Source: an optimization exercise on an open RTL-to-GDS flow (aim: small area, a short achievable clock period and few clock cycles per item). Production flows keep margins and buffers that such runs may drop.
Function was checked by simulation only, so behaviour that the tests miss may differ from the original.

==> tundra <==
==> flow/design.v <==
module add_bk #(
    parameter int W = 32
) (
    input  logic [W-1:0] a,
    input  logic [W-1:0] b,
    input  logic         ci,
    output logic [W-1:0] y,
    output logic         co
);
    logic [W-1:0] g, p, gg, pp;
    always_comb begin
        p  = a ^ b;
        g  = a & b;
        g[0] = g[0] | (p[0] & ci);
        gg = g;
        pp = p;
        for (int l = 1; l < W; l = 2 * l)
            for (int k = 2 * l - 1; k < W; k += 2 * l) begin
                gg[k] = gg[k] | (pp[k] & gg[k-l]);
                pp[k] = pp[k] & pp[k-l];
            end
        for (int l = W / 2; l >= 1; l = l / 2)
            for (int k = 3 * l - 1; k < W; k += 2 * l) begin
                gg[k] = gg[k] | (pp[k] & gg[k-l]);
                pp[k] = pp[k] & pp[k-l];
            end
        y  = p ^ {gg[W-2:0], ci};
        co = gg[W-1];
    end
endmodule
module alu_simple (
    input  logic [31:0] a,
    input  logic [31:0] b,
    input  logic [3:0]  af,
    output logic [31:0] res,
    output logic        ovf
);
    wire        is_sub  = af[2] | af[0];    
    logic [32:0] addr;
    add_bk #(.W(32)) u_add (.a(a), .b(b ^ {32{is_sub}}), .ci(is_sub), .y(addr[31:0]), .co(addr[32]));
    wire [31:0] sum     = addr[31:0];
    wire        add_ovf = (a[31] == (b[31] ^ is_sub)) && (sum[31] != a[31]);
    wire        lt_s    = (a[31] != b[31]) ? a[31] : sum[31];
    wire        lt_u    = ~addr[32];
    wire        sh_left = (af == 4'b1000);
    wire        sh_fill = (af == 4'b1110) & a[31];
    logic [31:0] sh_in, sh_out, sh_res;
    always_comb begin
        for (int k = 0; k < 32; k++) sh_in[k] = sh_left ? a[31-k] : a[k];
        sh_out = 32'($signed({sh_fill, sh_in}) >>> b[4:0]);
        for (int k = 0; k < 32; k++) sh_res[k] = sh_left ? sh_out[31-k] : sh_out[k];
    end
    logic [3:0]  tt;
    logic [31:0] lg;
    always_comb begin
        case (af[2:0])
            3'b000:  tt = 4'b1000;    
            3'b001:  tt = 4'b1110;    
            3'b100:  tt = 4'b0110;    
            default: tt = 4'b0001;    
        endcase
        for (int k = 0; k < 32; k++) lg[k] = tt[{a[k], b[k]}];
    end
    always_comb begin
        res = 32'd0;
        ovf = 1'b0;
        case (af)
            4'b0000,
            4'b0001,
            4'b0100,
            4'b0101: res = lg;
            4'b0010,
            4'b0011: begin res = sum; ovf = add_ovf; end
            4'b0110: res = {31'd0, lt_s};
            4'b0111: res = {31'd0, lt_u};
            4'b1000,
            4'b1001,
            4'b1110: res = sh_res;
            default: ;
        endcase
    end
endmodule
module lead_cnt (
    input  logic [31:0] x,
    input  logic        v,
    output logic [5:0]  c
);
    logic [31:0] y;
    logic [1:0]  c2 [16];
    logic [2:0]  c4 [8];
    logic [3:0]  c8 [4];
    logic [4:0]  c16 [2];
    always_comb begin
        y = x ^ {32{~v}};    
        for (int k = 0; k < 16; k++)
            c2[k] = y[2*k+1] ? (y[2*k] ? 2'd2 : 2'd1) : 2'd0;
        for (int k = 0; k < 8; k++)
            c4[k] = c2[2*k+1][1] ? {1'b0, 2'b10} + {1'b0, c2[2*k]} : {1'b0, c2[2*k+1]};
        for (int k = 0; k < 4; k++)
            c8[k] = c4[2*k+1][2] ? {1'b0, 3'b100} + {1'b0, c4[2*k]} : {1'b0, c4[2*k+1]};
        for (int k = 0; k < 2; k++)
            c16[k] = c8[2*k+1][3] ? {1'b0, 4'b1000} + {1'b0, c8[2*k]} : {1'b0, c8[2*k+1]};
        c = c16[1][4] ? {1'b0, 5'b10000} + {1'b0, c16[0]} : {1'b0, c16[1]};
    end
endmodule
module div_setup (
    input  logic [31:0] a,
    input  logic [31:0] b,
    input  logic        a_neg,
    input  logic        b_neg,
    output logic        triv,      
    output logic        b_zero,
    output logic [3:0]  dm,        
    output logic [34:0] d_init,    
    output logic [31:0] a_mag
);
    logic [5:0] ca, cb;
    lead_cnt u_ca (.x(a), .v(a_neg), .c(ca));
    lead_cnt u_cb (.x(b), .v(b_neg), .c(cb));
    wire signed [7:0] d = $signed({2'b0, cb}) - $signed({2'b0, ca}) + $signed({7'd0, a_neg});
    assign b_zero = (b == 32'd0);
    logic [31:0] ta, bs;
    always_comb begin
        ta = a ^ {32{a_neg}};
        for (int l = 1; l < 32; l = 2 * l)
            ta = ta | (ta >> l);               
        bs = b ^ {32{b_neg}};
        if (a_neg) bs = bs >> 1;
    end
    assign triv   = b_zero | (|(bs & ~ta));
    assign dm     = (d > 8'sd31) ? 4'd15 : d[4:1];
    wire [34:0] bx = {{3{b_neg}}, b} ^ {35{~b_neg}};
    assign d_init = ((bx << 1) << {dm, 1'b0}) | ({35{~b_neg}} & ~((35'h7ffffffff << 1) << {dm, 1'b0}));
    add_bk #(.W(32)) u_neg (.a(a ^ {32{a_neg}}), .b(32'd0), .ci(a_neg), .y(a_mag), .co());
endmodule
module mul_step (
    input  logic [33:0] hi,
    input  logic [7:0]  lo,
    input  logic        bprev,
    input  logic [32:0] m,
    input  logic        corr_en,
    output logic [41:0] t
);
    logic [41:0] pp [4];
    logic [41:0] hx, corr, s1, c1, s2, c2, s3, c3, s4, c4;
    logic [8:0]  y;
    always_comb begin
        y  = {lo, bprev};
        hx = {{8{hi[33]}}, hi};
        for (int j = 0; j < 4; j++) begin
            logic one, two, ng;
            logic [33:0] sel;
            ng  = y[2*j+2];
            one = y[2*j+1] ^ y[2*j];
            two = (y[2*j+2] & ~y[2*j+1] & ~y[2*j]) | (~y[2*j+2] & y[2*j+1] & y[2*j]);
            sel = one ? {m[32], m} : (two ? {m, 1'b0} : 34'd0);
            sel = sel ^ {34{ng}};
            pp[j] = ({{8{sel[33]}}, sel}) << (2*j);
            if (j > 0) pp[j][2*j-2] = y[2*j];
        end
        corr = {9'd0, corr_en ? m : 33'd0} << 8;
        corr[6] = y[8];
        s1 = hx ^ pp[0] ^ pp[1];
        c1 = {(hx & pp[0]) | (hx & pp[1]) | (pp[0] & pp[1]), 1'b0};
        s2 = pp[2] ^ pp[3] ^ corr;
        c2 = {(pp[2] & pp[3]) | (pp[2] & corr) | (pp[3] & corr), 1'b0};
        s3 = s1 ^ c1 ^ s2;
        c3 = {(s1 & c1) | (s1 & s2) | (c1 & s2), 1'b0};
        s4 = s3 ^ c3 ^ c2;
        c4 = {(s3 & c3) | (s3 & c2) | (c3 & c2), 1'b0};
        t  = s4 + c4;
    end
endmodule
module div_step (
    input  logic [33:0] hi,
    input  logic [34:0] m,
    input  logic        bneg,
    output logic [33:0] r,
    output logic [1:0]  q
);
    logic [35:0] t1, t2;
    logic [33:0] r1;
    always_comb begin
        t1   = {2'b0, hi} + {m[34], m} + {35'd0, ~bneg};
        q[1] = ~t1[35];
        r1   = q[1] ? t1[33:0] : hi;
        t2   = {2'b0, r1} + {{2{m[34]}}, m[34:1]} + {35'd0, ~bneg};
        q[0] = ~t2[35];
        r    = q[0] ? t2[33:0] : r1;
    end
endmodule
module neg32 (
    input  logic [31:0] x,
    input  logic        n,
    output logic [31:0] y
);
    add_bk #(.W(32)) u_neg (.a(x ^ {32{n}}), .b(32'd0), .ci(n), .y(y), .co());
endmodule
module alu_mc (
    input  logic        clk,
    input  logic        reset,
    input  logic        start,
    input  logic        i,
    input  logic [31:0] SrcA,
    input  logic [31:0] SrcB,
    input  logic [3:0]  af,
    output logic        busy,
    output logic        done,
    output logic [31:0] Alures,
    output logic        Zero,
    output logic        Neg,
    output logic        ovfalu
);
    logic        busy_q, done_q, ovf_q;
    logic [31:0] res_q;
    logic        mul_q;       
    logic        fin_q;       
    logic        hiop_q;      
    logic        sgn_q;       
    logic        qneg_q, rneg_q, dovf_q, bneg_q;
    logic        bprev_q;     
    logic [3:0]  cnt_q;
    logic        last_q;      
    logic        short_q;     
    logic [34:0] m_q;         
    logic [33:0] hi_q;        
    logic [31:0] lo_q;        
    wire accept = start & ~busy_q;
    wire a_neg  = i & SrcA[31];
    wire b_neg  = i & SrcB[31];
    wire last   = last_q;
    logic [31:0] alu_res;
    logic        alu_ovf;
    alu_simple u_alu (.a(SrcA), .b(SrcB), .af(af), .res(alu_res), .ovf(alu_ovf));
    logic        div_triv, b_zero;
    logic [3:0]  dm;
    logic [34:0] d_init;
    logic [31:0] a_mag;
    div_setup u_dset (.a(SrcA), .b(SrcB), .a_neg(a_neg), .b_neg(b_neg), .triv(div_triv),
                      .b_zero(b_zero), .dm(dm), .d_init(d_init), .a_mag(a_mag));
    logic [41:0] mstep;
    mul_step u_mul (.hi(hi_q), .lo(lo_q[7:0]), .bprev(bprev_q), .m(m_q[32:0]),
                    .corr_en(last & ~sgn_q & lo_q[7]), .t(mstep));
    wire [33:0] mhi_d = mstep[41:8];
    wire [31:0] mlo_d = {mstep[7:0], lo_q[31:8]};
    wire        mul_ovf = sgn_q ? (mhi_d[31:0] != {32{mlo_d[31]}}) : (mhi_d[31:0] != 32'd0);
    wire        short_a = (SrcA[31:7] == 25'd0) | (i & (SrcA[31:7] == {25{1'b1}}));
    wire        short_b = (SrcB[31:7] == 25'd0) | (i & (SrcB[31:7] == {25{1'b1}}));
    wire        m_short = short_a | short_b;
    wire        m_swap  = short_a & ~short_b;
    wire [31:0] s_res   = hiop_q ? {{22{hi_q[33]}}, hi_q[33:24]} : {hi_q[23:0], lo_q[31:24]};
    wire        s_ovf   = sgn_q ? ~((hi_q[33:23] == 11'd0) | (hi_q[33:23] == {11{1'b1}}))
                                : (hi_q[33:24] != 10'd0);
    logic [33:0] r2;
    logic [1:0]  qd;
    div_step u_div (.hi(hi_q), .m(m_q), .bneg(bneg_q), .r(r2), .q(qd));
    wire  [31:0] quo_d = {lo_q[29:0], qd};
    wire         fix_need = hiop_q ? rneg_q : qneg_q;
    logic [31:0] fix_res;
    neg32 u_fix (.x(hiop_q ? hi_q[31:0] : lo_q), .n(1'b1), .y(fix_res));
    always_ff @(posedge clk) begin
        if (reset) begin
            busy_q <= 1'b0;
            done_q <= 1'b0;
            ovf_q  <= 1'b0;
            res_q  <= 32'd0;
            fin_q  <= 1'b0;
        end else begin
            done_q <= 1'b0;
            if (accept) begin
                if (af[3] & (af[2] ^ af[1])) begin
                    if (af[2] & div_triv) begin
                        res_q  <= (af[0] | ~b_zero) ? (af[0] ? SrcA : 32'd0) : 32'hFFFFFFFF;
                        ovf_q  <= b_zero;
                        done_q <= 1'b1;
                    end else begin
                        busy_q <= 1'b1;
                        mul_q  <= ~af[2];
                    end
                end else begin
                    res_q  <= alu_res;
                    ovf_q  <= alu_ovf;
                    done_q <= 1'b1;
                end
            end else if (busy_q) begin
                if (mul_q) begin
                    if (fin_q) begin
                        res_q  <= s_res;
                        ovf_q  <= hiop_q ? 1'b0 : s_ovf;
                        done_q <= 1'b1;
                        busy_q <= 1'b0;
                        fin_q  <= 1'b0;
                    end else if (last) begin
                        if (short_q) begin
                            fin_q  <= 1'b1;
                        end else begin
                            res_q  <= hiop_q ? mhi_d[31:0] : mlo_d;
                            ovf_q  <= hiop_q ? 1'b0 : mul_ovf;
                            done_q <= 1'b1;
                            busy_q <= 1'b0;
                        end
                    end
                end else if (fin_q) begin
                    res_q  <= fix_res;
                    ovf_q  <= dovf_q;
                    done_q <= 1'b1;
                    busy_q <= 1'b0;
                    fin_q  <= 1'b0;
                end else if (last) begin
                    if (fix_need) begin
                        fin_q  <= 1'b1;
                    end else begin
                        res_q  <= hiop_q ? r2[31:0] : quo_d;
                        ovf_q  <= dovf_q;
                        done_q <= 1'b1;
                        busy_q <= 1'b0;
                    end
                end
            end
        end
    end
    always_ff @(posedge clk) begin
        if (accept) begin
            hiop_q  <= af[0];
            sgn_q   <= i;
            qneg_q  <= a_neg ^ b_neg;
            rneg_q  <= a_neg;
            bneg_q  <= b_neg;
            dovf_q  <= i & (SrcA == 32'h80000000) & (SrcB == 32'hFFFFFFFF);
            cnt_q   <= af[2] ? dm : (m_short ? 4'd0 : 4'd3);
            last_q  <= af[2] ? (dm == 4'd0) : m_short;
            short_q <= m_short;
        end else if (busy_q) begin
            cnt_q   <= cnt_q - 4'd1;
            last_q  <= (cnt_q == 4'd1);
        end
    end
    always_ff @(posedge clk) begin
        if (accept) begin
            bprev_q <= 1'b0;
            if (af[2]) begin
                hi_q <= {2'b0, a_mag};
                lo_q <= 32'd0;
            end else begin
                hi_q <= 34'd0;
                lo_q <= m_swap ? SrcA : SrcB;
            end
        end else if (mul_q) begin
            hi_q    <= mhi_d;
            lo_q    <= mlo_d;
            bprev_q <= lo_q[7];
        end else begin
            hi_q <= r2;
            lo_q <= quo_d;
        end
    end
    always_ff @(posedge clk) begin
        if (accept) begin
            m_q <= af[2] ? d_init : (m_swap ? {{3{b_neg}}, SrcB} : {{3{a_neg}}, SrcA});
        end else if (busy_q & ~mul_q) begin
            m_q <= {{2{m_q[34]}}, m_q[34:2]};
        end
    end
    assign busy   = busy_q;
    assign done   = done_q;
    assign Alures = res_q;
    assign Zero   = (res_q == 32'd0);
    assign Neg    = res_q[31];
    assign ovfalu = ovf_q;
endmodule
==> flow/run.sh <==
#!/bin/bash
# synth_recipe.tcl (not shown) runs the flow's synth.tcl, then flattens the netlist and writes it again
# the make line also repeats each setting of config.mk as NAME=value (left out here)
make -C /OpenROAD-flow-scripts/flow DESIGN_CONFIG=/design/flow/config.mk WORK_HOME=/design/flow/orfs CLKGATE_MAP_FILE= SYNTH_SCRIPT=/design/flow/synth_recipe.tcl finish
==> flow/config.mk <==
export PLATFORM = sky130hd
export DESIGN_NAME = alu_mc
export DESIGN_NICKNAME = alu_mc
export VERILOG_FILES = /design/flow/design.v
export SDC_FILE = /design/flow/constraint.sdc
export NUM_CORES = 4
export LEC_CHECK = 0
export ABC_AREA = 1
export CAP_MARGIN = 40
export CORE_MARGIN = 2
export CORE_UTILIZATION = 45
export SETUP_SLACK_MARGIN = 1.8
export SLEW_MARGIN = 20
export TNS_END_PERCENT = 5
==> flow/constraint.sdc <==
create_clock -name core_clock -period 7.5 [get_ports {clk}]
set_input_delay 1.5000 -clock core_clock [delete_from_list [all_inputs] [get_ports {clk}]]
set_output_delay 1.5000 -clock core_clock [all_outputs]
set_load 0.01 [all_outputs]
==> juniper (differences from tundra) <==
==> flow/design.v, changed modules only <==
module alu_simple (
    input  logic [31:0] a,
    input  logic [31:0] b,
    input  logic [3:0]  af,
    output logic [31:0] res,
    output logic        ovf
);
    wire        is_sub  = af[2] | af[0];    
    logic [32:0] addr;
    add_bk #(.W(32)) u_add (.a(a), .b(b ^ {32{is_sub}}), .ci(is_sub), .y(addr[31:0]), .co(addr[32]));
    wire [31:0] sum     = addr[31:0];
    wire        add_ovf = (a[31] == (b[31] ^ is_sub)) && (sum[31] != a[31]);
    wire        lt_s    = (a[31] != b[31]) ? a[31] : sum[31];
    wire        lt_u    = ~addr[32];
    wire        sh_left = (af == 4'b1000);
    wire        sh_fill = (af == 4'b1110) & a[31];
    logic [31:0] sh_in, sh_out, sh_res;
    always_comb begin
        for (int k = 0; k < 32; k++) sh_in[k] = sh_left ? a[31-k] : a[k];
        sh_out = 32'($signed({sh_fill, sh_in}) >>> b[4:0]);
        for (int k = 0; k < 32; k++) sh_res[k] = sh_left ? sh_out[31-k] : sh_out[k];
    end
    always_comb begin
        res = 32'd0;
        ovf = 1'b0;
        case (af)
            4'b0000: res = a & b;
            4'b0001: res = a | b;
            4'b0010,
            4'b0011: begin res = sum; ovf = add_ovf; end
            4'b0100: res = a ^ b;
            4'b0101: res = ~(a | b);
            4'b0110: res = {31'd0, lt_s};
            4'b0111: res = {31'd0, lt_u};
            4'b1000,
            4'b1001,
            4'b1110: res = sh_res;
            default: ;
        endcase
    end
endmodule
module alu_mc (
    input  logic        clk,
    input  logic        reset,
    input  logic        start,
    input  logic        i,
    input  logic [31:0] SrcA,
    input  logic [31:0] SrcB,
    input  logic [3:0]  af,
    output logic        busy,
    output logic        done,
    output logic [31:0] Alures,
    output logic        Zero,
    output logic        Neg,
    output logic        ovfalu
);
    logic        busy_q, done_q, ovf_q;
    logic [31:0] res_q;
    logic        mul_q;       
    logic        fin_q;       
    logic        hiop_q;      
    logic        sgn_q;       
    logic        qneg_q, rneg_q, dovf_q, bneg_q;
    logic        bprev_q;     
    logic [3:0]  cnt_q;
    logic        last_q;      
    logic [34:0] m_q;         
    logic [33:0] hi_q;        
    logic [31:0] lo_q;        
    wire accept = start & ~busy_q;
    wire a_neg  = i & SrcA[31];
    wire b_neg  = i & SrcB[31];
    wire last   = last_q;
    logic [31:0] alu_res;
    logic        alu_ovf;
    alu_simple u_alu (.a(SrcA), .b(SrcB), .af(af), .res(alu_res), .ovf(alu_ovf));
    logic        div_triv, b_zero;
    logic [3:0]  dm;
    logic [34:0] d_init;
    logic [31:0] a_mag;
    div_setup u_dset (.a(SrcA), .b(SrcB), .a_neg(a_neg), .b_neg(b_neg), .triv(div_triv),
                      .b_zero(b_zero), .dm(dm), .d_init(d_init), .a_mag(a_mag));
    logic [41:0] mstep;
    mul_step u_mul (.hi(hi_q), .lo(lo_q[7:0]), .bprev(bprev_q), .m(m_q[32:0]),
                    .corr_en(last & ~sgn_q & lo_q[7]), .t(mstep));
    wire [33:0] mhi_d = mstep[41:8];
    wire [31:0] mlo_d = {mstep[7:0], lo_q[31:8]};
    wire        mul_ovf = sgn_q ? (mhi_d[31:0] != {32{mlo_d[31]}}) : (mhi_d[31:0] != 32'd0);
    logic [33:0] r2;
    logic [1:0]  qd;
    div_step u_div (.hi(hi_q), .m(m_q), .bneg(bneg_q), .r(r2), .q(qd));
    wire  [31:0] quo_d = {lo_q[29:0], qd};
    wire         fix_need = hiop_q ? rneg_q : qneg_q;
    logic [31:0] fix_res;
    neg32 u_fix (.x(hiop_q ? hi_q[31:0] : lo_q), .n(1'b1), .y(fix_res));
    always_ff @(posedge clk) begin
        if (reset) begin
            busy_q <= 1'b0;
            done_q <= 1'b0;
            ovf_q  <= 1'b0;
            res_q  <= 32'd0;
            fin_q  <= 1'b0;
        end else begin
            done_q <= 1'b0;
            if (accept) begin
                if (af[3] & (af[2] ^ af[1])) begin
                    if (af[2] & div_triv) begin
                        res_q  <= (af[0] | ~b_zero) ? (af[0] ? SrcA : 32'd0) : 32'hFFFFFFFF;
                        ovf_q  <= b_zero;
                        done_q <= 1'b1;
                    end else begin
                        busy_q <= 1'b1;
                        mul_q  <= ~af[2];
                    end
                end else begin
                    res_q  <= alu_res;
                    ovf_q  <= alu_ovf;
                    done_q <= 1'b1;
                end
            end else if (busy_q) begin
                if (mul_q) begin
                    if (last) begin
                        res_q  <= hiop_q ? mhi_d[31:0] : mlo_d;
                        ovf_q  <= hiop_q ? 1'b0 : mul_ovf;
                        done_q <= 1'b1;
                        busy_q <= 1'b0;
                    end
                end else if (fin_q) begin
                    res_q  <= fix_res;
                    ovf_q  <= dovf_q;
                    done_q <= 1'b1;
                    busy_q <= 1'b0;
                    fin_q  <= 1'b0;
                end else if (last) begin
                    if (fix_need) begin
                        fin_q  <= 1'b1;
                    end else begin
                        res_q  <= hiop_q ? r2[31:0] : quo_d;
                        ovf_q  <= dovf_q;
                        done_q <= 1'b1;
                        busy_q <= 1'b0;
                    end
                end
            end
        end
    end
    always_ff @(posedge clk) begin
        if (accept) begin
            hiop_q  <= af[0];
            sgn_q   <= i;
            qneg_q  <= a_neg ^ b_neg;
            rneg_q  <= a_neg;
            bneg_q  <= b_neg;
            dovf_q  <= i & (SrcA == 32'h80000000) & (SrcB == 32'hFFFFFFFF);
            cnt_q   <= af[2] ? dm : 4'd3;
            last_q  <= af[2] & (dm == 4'd0);
        end else if (busy_q) begin
            cnt_q   <= cnt_q - 4'd1;
            last_q  <= (cnt_q == 4'd1);
        end
    end
    always_ff @(posedge clk) begin
        if (accept) begin
            bprev_q <= 1'b0;
            if (af[2]) begin
                hi_q <= {2'b0, a_mag};
                lo_q <= 32'd0;
            end else begin
                hi_q <= 34'd0;
                lo_q <= SrcB;
            end
        end else if (mul_q) begin
            hi_q    <= mhi_d;
            lo_q    <= mlo_d;
            bprev_q <= lo_q[7];
        end else begin
            hi_q <= r2;
            lo_q <= quo_d;
        end
    end
    always_ff @(posedge clk) begin
        if (accept) begin
            m_q <= af[2] ? d_init : {{3{a_neg}}, SrcA};
        end else if (busy_q & ~mul_q) begin
            m_q <= {{2{m_q[34]}}, m_q[34:2]};
        end
    end
    assign busy   = busy_q;
    assign done   = done_q;
    assign Alures = res_q;
    assign Zero   = (res_q == 32'd0);
    assign Neg    = res_q[31];
    assign ovfalu = ovf_q;
endmodule
Settings changed: TNS_END_PERCENT 5 to not set.
==> xenon (differences from tundra) <==
==> flow/design.v, changed modules only <==
module alu_simple (
    input  logic [31:0] a,
    input  logic [31:0] b,
    input  logic [3:0]  af,
    output logic [31:0] res,
    output logic        ovf
);
    wire        is_sub  = af[2] | af[0];    
    logic [32:0] addr;
    add_bk #(.W(32)) u_add (.a(a), .b(b ^ {32{is_sub}}), .ci(is_sub), .y(addr[31:0]), .co(addr[32]));
    wire [31:0] sum     = addr[31:0];
    wire        add_ovf = (a[31] == (b[31] ^ is_sub)) && (sum[31] != a[31]);
    wire        lt_s    = (a[31] != b[31]) ? a[31] : sum[31];
    wire        lt_u    = ~addr[32];
    wire        sh_left = (af == 4'b1000);
    wire        sh_fill = (af == 4'b1110) & a[31];
    logic [31:0] sh_in, sh_out, sh_res;
    always_comb begin
        for (int k = 0; k < 32; k++) sh_in[k] = sh_left ? a[31-k] : a[k];
        sh_out = 32'($signed({sh_fill, sh_in}) >>> b[4:0]);
        for (int k = 0; k < 32; k++) sh_res[k] = sh_left ? sh_out[31-k] : sh_out[k];
    end
    always_comb begin
        res = 32'd0;
        ovf = 1'b0;
        case (af)
            4'b0000: res = a & b;
            4'b0001: res = a | b;
            4'b0010,
            4'b0011: begin res = sum; ovf = add_ovf; end
            4'b0100: res = a ^ b;
            4'b0101: res = ~(a | b);
            4'b0110: res = {31'd0, lt_s};
            4'b0111: res = {31'd0, lt_u};
            4'b1000,
            4'b1001,
            4'b1110: res = sh_res;
            default: ;
        endcase
    end
endmodule
module alu_mc (
    input  logic        clk,
    input  logic        reset,
    input  logic        start,
    input  logic        i,
    input  logic [31:0] SrcA,
    input  logic [31:0] SrcB,
    input  logic [3:0]  af,
    output logic        busy,
    output logic        done,
    output logic [31:0] Alures,
    output logic        Zero,
    output logic        Neg,
    output logic        ovfalu
);
    logic        busy_q, done_q, ovf_q;
    logic [31:0] res_q;
    logic        mul_q;       
    logic        fin_q;       
    logic        hiop_q;      
    logic        sgn_q;       
    logic        qneg_q, rneg_q, dovf_q, bneg_q;
    logic        bprev_q;     
    logic [3:0]  cnt_q;
    logic        last_q;      
    logic [34:0] m_q;         
    logic [33:0] hi_q;        
    logic [31:0] lo_q;        
    wire accept = start & ~busy_q;
    wire a_neg  = i & SrcA[31];
    wire b_neg  = i & SrcB[31];
    wire last   = last_q;
    logic [31:0] alu_res;
    logic        alu_ovf;
    alu_simple u_alu (.a(SrcA), .b(SrcB), .af(af), .res(alu_res), .ovf(alu_ovf));
    logic        div_triv, b_zero;
    logic [3:0]  dm;
    logic [34:0] d_init;
    logic [31:0] a_mag;
    div_setup u_dset (.a(SrcA), .b(SrcB), .a_neg(a_neg), .b_neg(b_neg), .triv(div_triv),
                      .b_zero(b_zero), .dm(dm), .d_init(d_init), .a_mag(a_mag));
    logic [41:0] mstep;
    mul_step u_mul (.hi(hi_q), .lo(lo_q[7:0]), .bprev(bprev_q), .m(m_q[32:0]),
                    .corr_en(last & ~sgn_q & lo_q[7]), .t(mstep));
    wire [33:0] mhi_d = mstep[41:8];
    wire [31:0] mlo_d = {mstep[7:0], lo_q[31:8]};
    wire        mul_ovf = sgn_q ? (mhi_d[31:0] != {32{mlo_d[31]}}) : (mhi_d[31:0] != 32'd0);
    logic [33:0] r2;
    logic [1:0]  qd;
    div_step u_div (.hi(hi_q), .m(m_q), .bneg(bneg_q), .r(r2), .q(qd));
    wire  [31:0] quo_d = {lo_q[29:0], qd};
    wire         fix_need = hiop_q ? rneg_q : qneg_q;
    logic [31:0] fix_res;
    neg32 u_fix (.x(hiop_q ? hi_q[31:0] : lo_q), .n(1'b1), .y(fix_res));
    always_ff @(posedge clk) begin
        if (reset) begin
            busy_q <= 1'b0;
            done_q <= 1'b0;
            ovf_q  <= 1'b0;
            res_q  <= 32'd0;
            fin_q  <= 1'b0;
        end else begin
            done_q <= 1'b0;
            if (accept) begin
                if (af[3] & (af[2] ^ af[1])) begin
                    if (af[2] & div_triv) begin
                        res_q  <= (af[0] | ~b_zero) ? (af[0] ? SrcA : 32'd0) : 32'hFFFFFFFF;
                        ovf_q  <= b_zero;
                        done_q <= 1'b1;
                    end else begin
                        busy_q <= 1'b1;
                        mul_q  <= ~af[2];
                    end
                end else begin
                    res_q  <= alu_res;
                    ovf_q  <= alu_ovf;
                    done_q <= 1'b1;
                end
            end else if (busy_q) begin
                if (mul_q) begin
                    if (last) begin
                        res_q  <= hiop_q ? mhi_d[31:0] : mlo_d;
                        ovf_q  <= hiop_q ? 1'b0 : mul_ovf;
                        done_q <= 1'b1;
                        busy_q <= 1'b0;
                    end
                end else if (fin_q) begin
                    res_q  <= fix_res;
                    ovf_q  <= dovf_q;
                    done_q <= 1'b1;
                    busy_q <= 1'b0;
                    fin_q  <= 1'b0;
                end else if (last) begin
                    if (fix_need) begin
                        fin_q  <= 1'b1;
                    end else begin
                        res_q  <= hiop_q ? r2[31:0] : quo_d;
                        ovf_q  <= dovf_q;
                        done_q <= 1'b1;
                        busy_q <= 1'b0;
                    end
                end
            end
        end
    end
    always_ff @(posedge clk) begin
        if (accept) begin
            hiop_q  <= af[0];
            sgn_q   <= i;
            qneg_q  <= a_neg ^ b_neg;
            rneg_q  <= a_neg;
            bneg_q  <= b_neg;
            dovf_q  <= i & (SrcA == 32'h80000000) & (SrcB == 32'hFFFFFFFF);
            cnt_q   <= af[2] ? dm : 4'd3;
            last_q  <= af[2] & (dm == 4'd0);
        end else if (busy_q) begin
            cnt_q   <= cnt_q - 4'd1;
            last_q  <= (cnt_q == 4'd1);
        end
    end
    always_ff @(posedge clk) begin
        if (accept) begin
            bprev_q <= 1'b0;
            if (af[2]) begin
                hi_q <= {2'b0, a_mag};
                lo_q <= 32'd0;
            end else begin
                hi_q <= 34'd0;
                lo_q <= SrcB;
            end
        end else if (mul_q) begin
            hi_q    <= mhi_d;
            lo_q    <= mlo_d;
            bprev_q <= lo_q[7];
        end else begin
            hi_q <= r2;
            lo_q <= quo_d;
        end
    end
    always_ff @(posedge clk) begin
        if (accept) begin
            m_q <= af[2] ? d_init : {{3{a_neg}}, SrcA};
        end else if (busy_q & ~mul_q) begin
            m_q <= {{2{m_q[34]}}, m_q[34:2]};
        end
    end
    assign busy   = busy_q;
    assign done   = done_q;
    assign Alures = res_q;
    assign Zero   = (res_q == 32'd0);
    assign Neg    = res_q[31];
    assign ovfalu = ovf_q;
endmodule
Settings changed: SETUP_SLACK_MARGIN 1.8 to not set, TNS_END_PERCENT 5 to not set.
==> qor summary <==
| item | juniper | tundra | xenon |
|---|---|---|---|
| Number of antenna violations at the first check in global routing | 13 | 6 | 8 |
| Library cell appearing most often on the critical path | sky130_fd_sc_hd__buf_4 | sky130_fd_sc_hd__nand2_1 | sky130_fd_sc_hd__nand2_1 |
| Non-clock inverters | 812 | 751 | 809 |
| Global routing met3 resource utilization | 8.57% | 10.8% | 8.94% |
| Reg-to-reg startpoint | lo_q[1] | m_q[24] | m_q[0] |
| Outcome | no timing/DRC/antenna violations | no timing/DRC/antenna violations | no timing/DRC/antenna violations |
| Number of cells on the critical path | 41 | 26 | 28 |
| Count of flip-flops with a built-in enable after synthesis | 47 | 48 | 47 |
| Startpoint-to-endpoint class of the critical path | input port to flop | flop to flop | input port to flop |
| GP Congestion | 1.13 | 1.14 | 1.15 |
| Cell area after placement | 38200 µm² | 37700 µm² | 38100 µm² |
| Clk sink count | 150 | 151 | 150 |
| Final standard cell count with taps included and fillers excluded | 7218 | 7072 | 7002 |
| Slowest cell on the critical path | sky130_fd_sc_hd__xor2_4 | sky130_fd_sc_hd__o21ai_0 | sky130_fd_sc_hd__clkdlybuf4s50_1 |
| Worst Hold Endpoint | lo_q[10] | lo_q[12] | ovf_q |
| Fraction of area in registers | 8.08% | 8.03% | 8.95% |
| Worst path max stage delay | 210 ps | 560 ps | 680 ps |
| Initial core utilization | 45.4% | 45.3% | 45.4% |
| Largest clock skew in the final design | 13.9 ps | 16.2 ps | 16.7 ps |
Testbench counts of tundra, summed over its fixed seeds: cycles 29,380, items 16,000.
Testbench counts of juniper, summed over its fixed seeds: cycles 30,282, items 16,000.
Testbench counts of xenon, summed over its fixed seeds: cycles 30,282, items 16,000.

-- re-timing with driven ports --
No port has a modelled driver above. Below, the same layouts with a new extraction and two added sets of constraints. Step 1 sets driving cells, clkbuf_16 on the clock port and buf_2 on the other inputs (assumed; they add their load-dependent delay and slew). Step 2 also shifts input and output timing later by t, the mid clock arrival at the registers, as if the neighbouring blocks saw the same clock. Three values: ideal ports, drivers, drivers and shift; two values: the first two.
| run | shift t [ns] | setup WS [ns] | worst slew at a driven data input, ns |
|---|---|---|---|
| tundra | 0.513 | 1.791 / 1.791 / 1.323 | 0.06 |
| juniper | 0.526 | 1.721 / 1.737 / 1.211 | 0.07 |
| xenon | 0.524 | 0.485 / 0.525 / 0.001 | 0.05 |
After both steps setup and hold are still met in every run listed. For juniper, which loses most, drivers alone change the setup slack by +0.016 ns; drivers and shift together by -0.510 ns.
